This is an optimization exercise on Yosys and OpenROAD, whose aim is small area, a short achievable clock period and few clock cycles per item, not a production implementation. Only simulation tests tie the RTL to the original design; equivalence was not proved.

north:
==> flow/design.v <==
package cdq_pkg;
   localparam int DEPTH_DEFAULT = 16;
   localparam int DATA_W = 32;
   localparam int CAP_W  = 5;
   localparam int FUNC_W = 3;
   localparam logic [CAP_W-1:0] CAP_RESET = 5'd16;
   localparam logic [DATA_W-1:0] EMPTY_VALUE = 32'hFFFF_FFFF;
   localparam logic [FUNC_W-1:0] FUNC_PUSH_FRONT = 3'd0;
   localparam logic [FUNC_W-1:0] FUNC_PUSH_REAR  = 3'd1;
   localparam logic [FUNC_W-1:0] FUNC_POP_FRONT  = 3'd2;
   localparam logic [FUNC_W-1:0] FUNC_POP_REAR   = 3'd3;
   localparam logic [FUNC_W-1:0] FUNC_QUERY      = 3'd4;
   localparam int CSR_ADDR_W = 3;
   localparam int CSR_DATA_W = 32;
   localparam int MID_DEPTH = DEPTH_DEFAULT - 2;
   localparam int MID_AW    = 4;
endpackage
module cdq_ram #(
   parameter int WIDTH = 32,
   parameter int DEPTH = 14
) (
   input  logic             clock,
   input  logic [DEPTH-1:0] wr_sel,
   input  logic [WIDTH-1:0] wr_data,
   input  logic [DEPTH-1:0] rd_sel,
   output logic [WIDTH-1:0] rd_data
);
   logic [WIDTH-1:0] mem_ff [DEPTH];
   always_ff @(posedge clock) begin
      for (int i = 0; i < DEPTH; i++) begin
         if (wr_sel[i]) begin
            mem_ff[i] <= wr_data;
         end
      end
   end
   always_comb begin
      rd_data = '0;
      for (int i = 0; i < DEPTH; i++) begin
         rd_data = rd_data | (mem_ff[i] & {WIDTH{rd_sel[i]}});
      end
   end
endmodule
module circular_deque #(
   parameter int DEPTH = cdq_pkg::DEPTH_DEFAULT
) (
   input  logic                                clock,
   input  logic                                reset,
   input  logic                                req_valid,
   output logic                                req_ready,
   input  logic [cdq_pkg::FUNC_W-1:0]          req_func,
   input  logic signed [cdq_pkg::DATA_W-1:0]   req_value,
   output logic                                rsp_valid,
   input  logic                                rsp_ready,
   output logic                                rsp_ok,
   output logic [cdq_pkg::CAP_W-1:0]           rsp_count,
   output logic                                rsp_is_empty,
   output logic                                rsp_is_full,
   output logic signed [cdq_pkg::DATA_W-1:0]   rsp_head_value,
   output logic signed [cdq_pkg::DATA_W-1:0]   rsp_tail_value,
   input  logic                                csr_psel,
   input  logic                                csr_penable,
   input  logic                                csr_pwrite,
   input  logic [cdq_pkg::CSR_ADDR_W-1:0]      csr_paddr,
   input  logic [cdq_pkg::CSR_DATA_W-1:0]      csr_pwdata,
   output logic [cdq_pkg::CSR_DATA_W-1:0]      csr_prdata,
   output logic                                csr_pready
);
   localparam int CW = cdq_pkg::CAP_W;
   localparam int DW = cdq_pkg::DATA_W;
   localparam int MD = cdq_pkg::MID_DEPTH;
   localparam int MA = cdq_pkg::MID_AW;
   function automatic logic [MA-1:0] mid_inc(input logic [MA-1:0] i);
      mid_inc = (i == MA'(MD - 1)) ? '0 : i + MA'(1);
   endfunction
   function automatic logic [MA-1:0] mid_dec(input logic [MA-1:0] i);
      mid_dec = (i == '0) ? MA'(MD - 1) : i - MA'(1);
   endfunction
   logic [CW-1:0] capacity_ff;
   logic [CW-1:0] held_ff;
   logic          n0_ff;         
   logic          n1_ff;         
   logic          ge2_ff;        
   logic          ge3_ff;        
   logic          nf_ff;         
   logic          atc_ff;        
   logic          atcm1_ff;      
   logic [MA-1:0] fgap_ff;       
   logic [MA-1:0] rgap_ff;       
   logic [DW-1:0] head_ff;
   logic [DW-1:0] tail_ff;
   logic          rsp_valid_ff;
   logic          rsp_ok_ff;
   logic          rsp_full_ff;
   logic [CW-1:0] held;
   logic [CW-1:0] eff_cap;
   logic          n2, ge4, atcm2;
   assign held    = n0_ff ? '0 : held_ff;
   assign eff_cap = (capacity_ff == '0) ? CW'(1) :
                    (capacity_ff > CW'(DEPTH)) ? CW'(DEPTH) : capacity_ff;
   assign n2      = ge2_ff && !ge3_ff;
   assign ge4     = ge3_ff && (held_ff > CW'(3));
   assign atcm2   = (held + CW'(2) == eff_cap);
   logic accept;
   logic f_pushf, f_pushr, f_popf, f_popr, f_query;
   logic push_f, push_r, pop_f, pop_r, push, pop, op_ok;
   logic empty_next;
   assign req_ready = !rsp_valid_ff || rsp_ready;
   assign accept    = req_valid && req_ready;
   assign f_pushf = (req_func == cdq_pkg::FUNC_PUSH_FRONT);
   assign f_pushr = (req_func == cdq_pkg::FUNC_PUSH_REAR);
   assign f_popf  = (req_func == cdq_pkg::FUNC_POP_FRONT);
   assign f_popr  = (req_func == cdq_pkg::FUNC_POP_REAR);
   assign f_query = (req_func == cdq_pkg::FUNC_QUERY);
   assign push_f = f_pushf && nf_ff;
   assign push_r = f_pushr && nf_ff;
   assign pop_f  = f_popf && !n0_ff;
   assign pop_r  = f_popr && !n0_ff;
   assign push   = push_f || push_r;
   assign pop    = pop_f || pop_r;
   assign op_ok  = push || pop || f_query;
   assign empty_next = (n0_ff && !push) || (n1_ff && pop);
   logic [MA-1:0] fgap_inc, fgap_dec, rgap_inc, rgap_dec;
   logic [MD-1:0] wr_f_oh, wr_r_oh, rd_f_oh, rd_r_oh;
   logic [MD-1:0] wr_sel, rd_sel;
   logic [DW-1:0] wr_data, rd_data;
   assign fgap_inc = mid_inc(fgap_ff);
   assign fgap_dec = mid_dec(fgap_ff);
   assign rgap_inc = mid_inc(rgap_ff);
   assign rgap_dec = mid_dec(rgap_ff);
   always_comb begin
      for (int i = 0; i < MD; i++) begin
         wr_f_oh[i] = (fgap_ff == MA'(i));
         wr_r_oh[i] = (rgap_ff == MA'(i));
         rd_f_oh[i] = (fgap_inc == MA'(i));
         rd_r_oh[i] = (rgap_dec == MA'(i));
      end
   end
   assign wr_sel  = (accept && ge2_ff && nf_ff) ?
                    (({MD{f_pushf}} & wr_f_oh) | ({MD{f_pushr}} & wr_r_oh)) : '0;
   assign wr_data = req_func[0] ? tail_ff : head_ff;
   assign rd_sel  = req_func[0] ? rd_r_oh : rd_f_oh;
   cdq_ram #(
      .WIDTH (DW),
      .DEPTH (MD)
   ) u_mid (
      .clock   (clock),
      .wr_sel  (wr_sel),
      .wr_data (wr_data),
      .rd_sel  (rd_sel),
      .rd_data (rd_data)
   );
   logic          h_v, h_t, h_rd, h_keep;
   logic          t_v, t_h, t_rd, t_keep;
   logic [DW-1:0] head_in, tail_in;
   assign h_v    = accept && (push_f || (push_r && n0_ff));
   assign h_t    = accept && pop_f && n2;
   assign h_rd   = accept && pop_f && ge3_ff;
   assign h_keep = !(h_v || h_t || h_rd);
   assign t_v    = accept && (push_r || (push_f && n0_ff));
   assign t_h    = accept && pop_r && n2;
   assign t_rd   = accept && pop_r && ge3_ff;
   assign t_keep = !(t_v || t_h || t_rd);
   assign head_in = {DW{accept && empty_next}} | ({DW{h_v}} & req_value) | ({DW{h_t}} & tail_ff) |
                    ({DW{h_rd}} & rd_data) | ({DW{h_keep}} & head_ff);
   assign tail_in = {DW{accept && empty_next}} | ({DW{t_v}} & req_value) | ({DW{t_h}} & head_ff) |
                    ({DW{t_rd}} & rd_data) | ({DW{t_keep}} & tail_ff);
   logic cfg_wr;
   assign cfg_wr = csr_psel && csr_penable && csr_pwrite && !csr_paddr[2];
   always_ff @(posedge clock) begin
      if (reset) begin
         capacity_ff  <= cdq_pkg::CAP_RESET;
         n0_ff        <= 1'b1;
         n1_ff        <= 1'b0;
         ge2_ff       <= 1'b0;
         ge3_ff       <= 1'b0;
         nf_ff        <= 1'b1;
         atc_ff       <= 1'b0;
         atcm1_ff     <= 1'b0;
         fgap_ff      <= MA'(MD - 1);
         rgap_ff      <= '0;
         rsp_valid_ff <= 1'b0;
      end else begin
         rsp_valid_ff <= accept || (rsp_valid_ff && !rsp_ready);
         if (cfg_wr) begin
            capacity_ff <= csr_pwdata[CW-1:0];
            n0_ff       <= 1'b1;
            n1_ff       <= 1'b0;
            ge2_ff      <= 1'b0;
            ge3_ff      <= 1'b0;
            nf_ff       <= 1'b1;
            atc_ff      <= 1'b0;
            atcm1_ff    <= (csr_pwdata[CW-1:1] == '0);
            fgap_ff     <= MA'(MD - 1);
            rgap_ff     <= '0;
         end else if (accept) begin
            if (push) begin
               n0_ff    <= 1'b0;
               n1_ff    <= n0_ff;
               ge2_ff   <= !n0_ff;
               ge3_ff   <= ge2_ff;
               nf_ff    <= nf_ff && !atcm1_ff;
               atc_ff   <= atcm1_ff;
               atcm1_ff <= atcm2;
            end else if (pop) begin
               n0_ff    <= n1_ff;
               n1_ff    <= n2;
               ge2_ff   <= ge3_ff;
               ge3_ff   <= ge4;
               nf_ff    <= 1'b1;
               atc_ff   <= 1'b0;
               atcm1_ff <= atc_ff;
            end
            if (push_f && ge2_ff)     fgap_ff <= fgap_dec;
            else if (pop_f && ge3_ff) fgap_ff <= fgap_inc;
            if (push_r && ge2_ff)     rgap_ff <= rgap_inc;
            else if (pop_r && ge3_ff) rgap_ff <= rgap_dec;
         end
      end
   end
   always_ff @(posedge clock) begin
      if (accept) begin
         held_ff     <= push ? held + CW'(1) : pop ? held - CW'(1) : held;
         rsp_ok_ff   <= op_ok;
         rsp_full_ff <= push ? atcm1_ff : (!pop && atc_ff);
      end
      head_ff <= head_in;
      tail_ff <= tail_in;
   end
   assign csr_pready = 1'b1;
   assign csr_prdata = csr_paddr[2] ? '0 : cdq_pkg::CSR_DATA_W'(capacity_ff);
   assign rsp_valid      = rsp_valid_ff;
   assign rsp_ok         = rsp_ok_ff;
   assign rsp_count      = held_ff;
   assign rsp_is_empty   = (held_ff == '0);
   assign rsp_is_full    = rsp_full_ff;
   assign rsp_head_value = $signed(head_ff);
   assign rsp_tail_value = $signed(tail_ff);
endmodule
export LEC_CHECK = 0
export CAP_MARGIN = 20
export CORE_MARGIN = 2
export CORE_UTILIZATION = 55
export CTS_BUF_LIST = sky130_fd_sc_hd__clkbuf_8
export CTS_CLUSTER_DIAMETER = 60
export CTS_CLUSTER_SIZE = 16
export SETUP_SLACK_MARGIN = 3.35
export SLEW_MARGIN = 20
create_clock -name core_clock -period 6.0 [get_ports {clock}]
standard.sh (not shown) runs the stock make flow with config.mk's settings and CLKGATE_MAP_FILE= SYNTH_SCRIPT=/design/flow/synth_recipe.tcl, a recipe that flattens the netlist after the stock synthesis.
==> flow/flow/run.sh <==
#!/bin/bash
# The standard layout, with plain buffers (buf_2) on the ports in place of the
# delay buffers buffer_ports picks by default. Each run's full output goes to
# its own log file in the work folder.
set -euo pipefail
bash standard.sh BUFFER_PORTS_ARGS="-buffer_cell sky130_fd_sc_hd__buf_2" finish > standard.log 2>&1
Testbench counts of north, summed over its fixed seeds: cycles 19,967, items 16,000.
## Diff of input files: west against north
--- a/flow/design.v
+++ b/flow/design.v
@@ -153,15 +153,15 @@
    logic          t_v, t_h, t_rd, t_keep;
    logic [DW-1:0] head_in, tail_in;
-   assign h_v    = accept && (push_f || (push_r && n0_ff));
-   assign h_t    = accept && pop_f && n2;
-   assign h_rd   = accept && pop_f && ge3_ff;
+   assign h_v    = push_f || (push_r && n0_ff);
+   assign h_t    = pop_f && n2;
+   assign h_rd   = pop_f && ge3_ff;
    assign h_keep = !(h_v || h_t || h_rd);
-   assign t_v    = accept && (push_r || (push_f && n0_ff));
-   assign t_h    = accept && pop_r && n2;
-   assign t_rd   = accept && pop_r && ge3_ff;
+   assign t_v    = push_r || (push_f && n0_ff);
+   assign t_h    = pop_r && n2;
+   assign t_rd   = pop_r && ge3_ff;
    assign t_keep = !(t_v || t_h || t_rd);
-   assign head_in = {DW{accept && empty_next}} | ({DW{h_v}} & req_value) | ({DW{h_t}} & tail_ff) |
+   assign head_in = {DW{empty_next}} | ({DW{h_v}} & req_value) | ({DW{h_t}} & tail_ff) |
                     ({DW{h_rd}} & rd_data) | ({DW{h_keep}} & head_ff);
-   assign tail_in = {DW{accept && empty_next}} | ({DW{t_v}} & req_value) | ({DW{t_h}} & head_ff) |
+   assign tail_in = {DW{empty_next}} | ({DW{t_v}} & req_value) | ({DW{t_h}} & head_ff) |
                     ({DW{t_rd}} & rd_data) | ({DW{t_keep}} & tail_ff);
    logic cfg_wr;
@@ -223,7 +223,7 @@
          rsp_ok_ff   <= op_ok;
          rsp_full_ff <= push ? atcm1_ff : (!pop && atc_ff);
-      end
-      head_ff <= head_in;
-      tail_ff <= tail_in;
+         head_ff     <= head_in;
+         tail_ff     <= tail_in;
+      end
    end
    assign csr_pready = 1'b1;
[summary]
Between north and west, the share of cell area taken by muxes after synthesis is higher for north.
Overall die area in west is 1800 µm² higher than in north
Per the comparison of west with north, final worst-path setup slack decreased by 0.025 ns relative to the old numbers; routed wire length now larger; area growth from synthesis to final layout shrank by 1.6 points.
Testbench counts of west, summed over its fixed seeds: cycles 19,967, items 16,000.

## static timing again, ports no longer ideal
The flow's constraints put no driver on any port. The routed layouts listed below were extracted and timed again, unchanged, in two steps.
Step 1: set_driving_cell puts a clkbuf_16 on clock and a buf_2 on each other input, an assumption about the parent block.
Step 2 also shifts input and output timing later by t, the mid clock arrival at the registers, as if the neighbouring blocks saw the same clock.
Three values: ideal, step 1, step 2; two values: the first two.
run	t, ns	setup WS [ns]	hold slack, ns
north	0.692	3.200 / 3.157 / 2.635	0.485 / 0.485 / 0.485
west	0.680	3.175 / 3.142 / 2.462	0.500 / 0.500 / 0.500
After both steps setup and hold are still met in every run listed. The setup slack of west, which loses most, moves by -0.033 ns with the drivers and by -0.713 ns with both steps.
